Context: an optimization exercise on an open-source flow, tuned for small area, a short achievable clock period and few clock cycles. The choices shown serve that exercise and are no tape-out recipe. The RTL was checked by simulation tests, not by an equivalence proof against the original design. Power is estimated from default activity; no workload was simulated.

P:
==> module slab_alloc_top, before the edit <==
module slab_alloc_top (
    input  logic                    clk,
    input  logic                    rst,
    input  logic [15:0]             req_size,
    input  logic                    req_valid,
    output logic                    req_ready,
    output logic [32-1:0] malloc_pointer,
    output logic                    malloc_failed,
    output logic                    malloc_valid,
    input  logic                    malloc_ready,
    input  logic [32-1:0] free_pointer,
    input  logic [15:0]             free_size,
    input  logic                    free_valid,
    output logic                    free_ready,
    output logic                    error_overflow
);
    function automatic logic [4:1] size_class(input logic [15:0] s);
        logic nz;
        logic [4:1] le;      
        nz = s != 16'd0;
        le[1] = s[15:7] == 9'd0 && !(s[6] && s[5:0] != 6'd0);
        le[2] = s[15:8] == 8'd0 && !(s[7] && s[6:0] != 7'd0);
        le[3] = s[15:9] == 7'd0 && !(s[8] && s[7:0] != 8'd0);
        le[4] = s[15:10] == 6'd0 && !(s[9] && s[8:0] != 9'd0);
        size_class[1] = nz && le[1];
        size_class[2] = le[2] && !le[1];
        size_class[3] = le[3] && !le[2];
        size_class[4] = le[4] && !le[3];
    endfunction
    logic [4:1] acls;
    logic [4:1] fcls;
    logic       acc_alloc;
    logic       acc_free;
    assign acls = size_class(req_size);
    assign fcls = size_class(free_size);
    assign acc_alloc = req_valid;
    assign acc_free = free_valid;
    assign req_ready = 1'b1;
    assign free_ready = 1'b1;
    logic [3:0] pg;
    logic       pg_avail;
    assign pg_avail = pg != 4'd10;
    logic [4:1] wr;
    logic [4:1] pop;
    logic [4:1] bg_set;
    logic       pg_take;
    logic [7:0] wr_data;
    logic [8:0] effm [1:4];      
    logic [4:1] ok;              
    logic [4:1] full;            
    logic [4:1] ne;              
    logic [4:1] a_push;          
    logic [4:1] a_page;          
    logic [8:0] ptr_q;
    logic [8:0] ptr_next;
    always_comb begin
        ptr_next = '0;
        for (int k = 1; k <= 4; k++)
            ptr_next = ptr_next | (acls[k] ? effm[k] : 9'd0);
    end
    always_ff @(posedge clk) begin
        if (rst) begin
            malloc_valid <= 1'b0;
            malloc_failed <= 1'b0;
            wr <= '0;
            pop <= '0;
            bg_set <= '0;
            pg_take <= 1'b0;
            error_overflow <= 1'b0;
        end else begin
            if (acc_alloc) begin
                malloc_valid <= 1'b1;
                malloc_failed <= (acls & ok) == '0;
            end else if (malloc_ready) begin
                malloc_valid <= 1'b0;
            end
            if (acc_alloc) begin
                wr <= acls & a_push;
                pop <= acls & ne;
                bg_set <= acls & a_push;
                pg_take <= (acls & a_page) != '0;
            end else begin
                wr <= acc_free ? (fcls & ~full) : 4'd0;
                pop <= '0;
                bg_set <= '0;
                pg_take <= 1'b0;
            end
            error_overflow <= acc_free && (fcls & full) != '0;
        end
    end
    always_ff @(posedge clk) begin
        if (acc_alloc)
            ptr_q <= ptr_next;
        wr_data <= free_pointer[13:6];
    end
    assign malloc_pointer = {17'd0, ptr_q, 6'd0};
    always_ff @(posedge clk) begin
        if (rst)
            pg <= 4'd2;
        else if (pg_take)
            pg <= pg + 1'b1;
    end
    function automatic logic [3:0] inc15(input logic [3:0] x);
        inc15 = x == 4'd14 ? 4'd0 : x + 1'b1;
    endfunction
    for (genvar k = 1; k <= 4; k++) begin : g_cls
        localparam int W = 9 - k;
        localparam int OW = 6 - k;
        logic [W-1:0] mem [15];
        logic [W-1:0] head_q;
        logic [3:0]   rd;
        logic [3:0]   wt;
        logic [4:0]   cnt;       
        logic         empty;     
        logic         one;       
        logic         bg_h;
        logic         bg_m;
        logic [3:0]   bg_s;
        logic         hasrem;
        logic [7:0]   a8;
        logic [W-1:0] wr_k;
        logic         to_ring;
        logic         head_ld;
        logic         head_wr;
        logic [7:0]   h_a8;
        logic [7:0]   w_a8;
        logic [7:0]   p_a8;
        logic [W-1:0] rest;      
        logic [W-1:0] wd;
        assign wr_k = wr_data[7:k-1];
        assign rest = {ptr_q[7:5], ptr_q[4:k-1] + 1'b1};
        assign wd = bg_set[k] ? rest : wr_k;
        assign h_a8 = 8'({head_q, {(k-1){1'b0}}});
        assign w_a8 = 8'({wr_k, {(k-1){1'b0}}});
        assign p_a8 = {pg[2:0], 5'd0};
        assign ne[k] = !empty || wr[k];
        assign full[k] = wr[k] ? cnt == 5'd15 : cnt[4];
        assign a8 = !empty ? h_a8 : wr[k] ? w_a8 : p_a8;
        assign ok[k] = ne[k] || pg_avail;
        assign effm[k] = ok[k] ? {a8[7:6] == 2'b00, a8} : 9'd0;
        assign hasrem = head_q[OW-1:0] != {OW{1'b1}};
        assign a_push[k] = ne[k] ? (bg_h && hasrem) : pg_avail;
        assign a_page[k] = !ne[k] && pg_avail;
        assign head_wr = empty || one;
        assign to_ring = wr[k] && !empty && !(one && pop[k]);
        assign head_ld = pop[k] || (wr[k] && empty);
        always_ff @(posedge clk) begin
            if (to_ring)
                mem[wt] <= wd;
        end
        always_ff @(posedge clk) begin
            if (head_ld)
                head_q <= head_wr ? wd : mem[rd];
        end
        always_ff @(posedge clk) begin
            if (rst) begin
                rd <= '0;
                wt <= '0;
                cnt <= '0;
                empty <= 1'b1;
                one <= 1'b0;
                bg_h <= 1'b0;
                bg_m <= 1'b0;
            end else begin
                if (to_ring)
                    wt <= inc15(wt);
                if (pop[k] && !head_wr)
                    rd <= inc15(rd);
                if (wr[k] && !pop[k]) begin
                    cnt <= cnt + 1'b1;
                    empty <= 1'b0;
                    one <= empty;
                end else if (pop[k] && !wr[k]) begin
                    cnt <= cnt - 1'b1;
                    empty <= one;
                    one <= cnt == 5'd2;
                end
                if (head_ld)
                    bg_h <= head_wr ? bg_set[k] : (bg_m && bg_s == rd);
                if (to_ring && bg_set[k]) begin
                    bg_m <= 1'b1;
                    bg_s <= wt;
                end else if (head_ld && !head_wr && bg_s == rd) begin
                    bg_m <= 1'b0;
                end
            end
        end
    end
endmodule
Settings: LEC_CHECK=0, CAP_MARGIN=20, CORE_MARGIN=2, CORE_UTILIZATION=55, CTS_BUF_LIST=sky130_fd_sc_hd__clkbuf_8, CTS_CLUSTER_DIAMETER=50, CTS_CLUSTER_SIZE=20, PLACE_DENSITY=0.7, SETUP_SLACK_MARGIN=3.5, SLEW_MARGIN=20; clock period 6.0 ns.
run.sh (not shown) runs the stock make flow with config.mk's settings and CLKGATE_MAP_FILE= SYNTH_SCRIPT=/design/flow/synth_recipe.tcl, a recipe that flattens the netlist after the stock synthesis.
Testbench counts of P, summed over its fixed seeds: cycles 7,452.
Setup changes, P to Q
--- a/flow/design.v
+++ b/flow/design.v
@@ -48,4 +48,5 @@
     logic [7:0] wr_data;
     logic [8:0] effm [1:4];      
+    logic [7:0] remd [1:4];      
     logic [4:1] ok;              
     logic [4:1] full;            
@@ -55,8 +56,12 @@
     logic [8:0] ptr_q;
     logic [8:0] ptr_next;
+    logic [7:0] rem_next;
     always_comb begin
         ptr_next = '0;
-        for (int k = 1; k <= 4; k++)
+        rem_next = '0;
+        for (int k = 1; k <= 4; k++) begin
             ptr_next = ptr_next | (acls[k] ? effm[k] : 9'd0);
+            rem_next = rem_next | (acls[k] ? remd[k] : 8'd0);
+        end
     end
     always_ff @(posedge clk) begin
@@ -93,5 +98,5 @@
         if (acc_alloc)
             ptr_q <= ptr_next;
-        wr_data <= free_pointer[13:6];
+        wr_data <= acc_free ? free_pointer[13:6] : rem_next;
     end
     assign malloc_pointer = {17'd0, ptr_q, 6'd0};
@@ -120,4 +125,5 @@
         logic         hasrem;
         logic [7:0]   a8;
+        logic [7:0]   r8;
         logic [W-1:0] wr_k;
         logic         to_ring;
@@ -125,19 +131,21 @@
         logic         head_wr;
         logic [7:0]   h_a8;
+        logic [7:0]   h_r8;
         logic [7:0]   w_a8;
         logic [7:0]   p_a8;
-        logic [W-1:0] rest;      
-        logic [W-1:0] wd;
+        logic [7:0]   p_r8;
         assign wr_k = wr_data[7:k-1];
-        assign rest = {ptr_q[7:5], ptr_q[4:k-1] + 1'b1};
-        assign wd = bg_set[k] ? rest : wr_k;
         assign h_a8 = 8'({head_q, {(k-1){1'b0}}});
+        assign h_r8 = 8'({head_q[W-1:OW], head_q[OW-1:0] + 1'b1, {(k-1){1'b0}}});
         assign w_a8 = 8'({wr_k, {(k-1){1'b0}}});
         assign p_a8 = {pg[2:0], 5'd0};
+        assign p_r8 = 8'({pg[2:0], {(OW-1){1'b0}}, 1'b1, {(k-1){1'b0}}});
         assign ne[k] = !empty || wr[k];
         assign full[k] = wr[k] ? cnt == 5'd15 : cnt[4];
         assign a8 = !empty ? h_a8 : wr[k] ? w_a8 : p_a8;
+        assign r8 = !empty ? h_r8 : p_r8;
         assign ok[k] = ne[k] || pg_avail;
         assign effm[k] = ok[k] ? {a8[7:6] == 2'b00, a8} : 9'd0;
+        assign remd[k] = r8;
         assign hasrem = head_q[OW-1:0] != {OW{1'b1}};
         assign a_push[k] = ne[k] ? (bg_h && hasrem) : pg_avail;
@@ -148,9 +156,9 @@
         always_ff @(posedge clk) begin
             if (to_ring)
-                mem[wt] <= wd;
+                mem[wt] <= wr_k;
         end
         always_ff @(posedge clk) begin
             if (head_ld)
-                head_q <= head_wr ? wd : mem[rd];
+                head_q <= head_wr ? wr_k : mem[rd];
         end
         always_ff @(posedge clk) begin
==> comparison <==
- Area after synthesis of Q is on par with P.
- Diff Q..P | share of the core filled with cells in the final layout | negligible
- [Q vs P] met1 wire length: higher in Q
- Routed wire length sits lower in Q than in P.
- Cell count after synthesis in Q vs P: down 20
- Looking only at overall power consumption, and setting everything else aside, the lower value of Q and P goes to P.
- Q ended up with a lower minimum clock period than P did.
- Worst setup slack after layout ended up 0.091 ns higher on Q than on P.
Testbench counts of Q, summed over its fixed seeds: cycles 7,452.

static timing again, ports no longer ideal:
Ports are ideal in the flow. The routed layouts listed here were re-timed in OpenROAD.
Step 1, drivers: a clkbuf_16 drives clk and a buf_2 each remaining input, both assumed.
Step 2 times the ports against the registers' clock, not the clock port: input delays grow and output delays shrink by t, the midpoint of the rising clock arrivals with the driver on.
Three values: ideal ports, drivers, drivers and shift; two values: the first two.
| run | t (ns) | slack for setup (ns) | hold slack, ns | worst setup path after step 2 | clock arrival spread, ns |
|---|---|---|---|---|---|
| P | 0.699 | 3.332 / 3.334 / 2.635 | 0.498 / 0.498 / 0.498 | input to register | 0.038 / 0.038 |
| Q | 0.698 | 3.423 / 3.430 / 2.732 | 0.476 / 0.476 / 0.476 | input to register | 0.048 / 0.048 |
After both steps setup and hold are still met in every run listed. The setup slack of P, which loses most, moves by +0.002 ns with the drivers and by -0.697 ns with both steps.
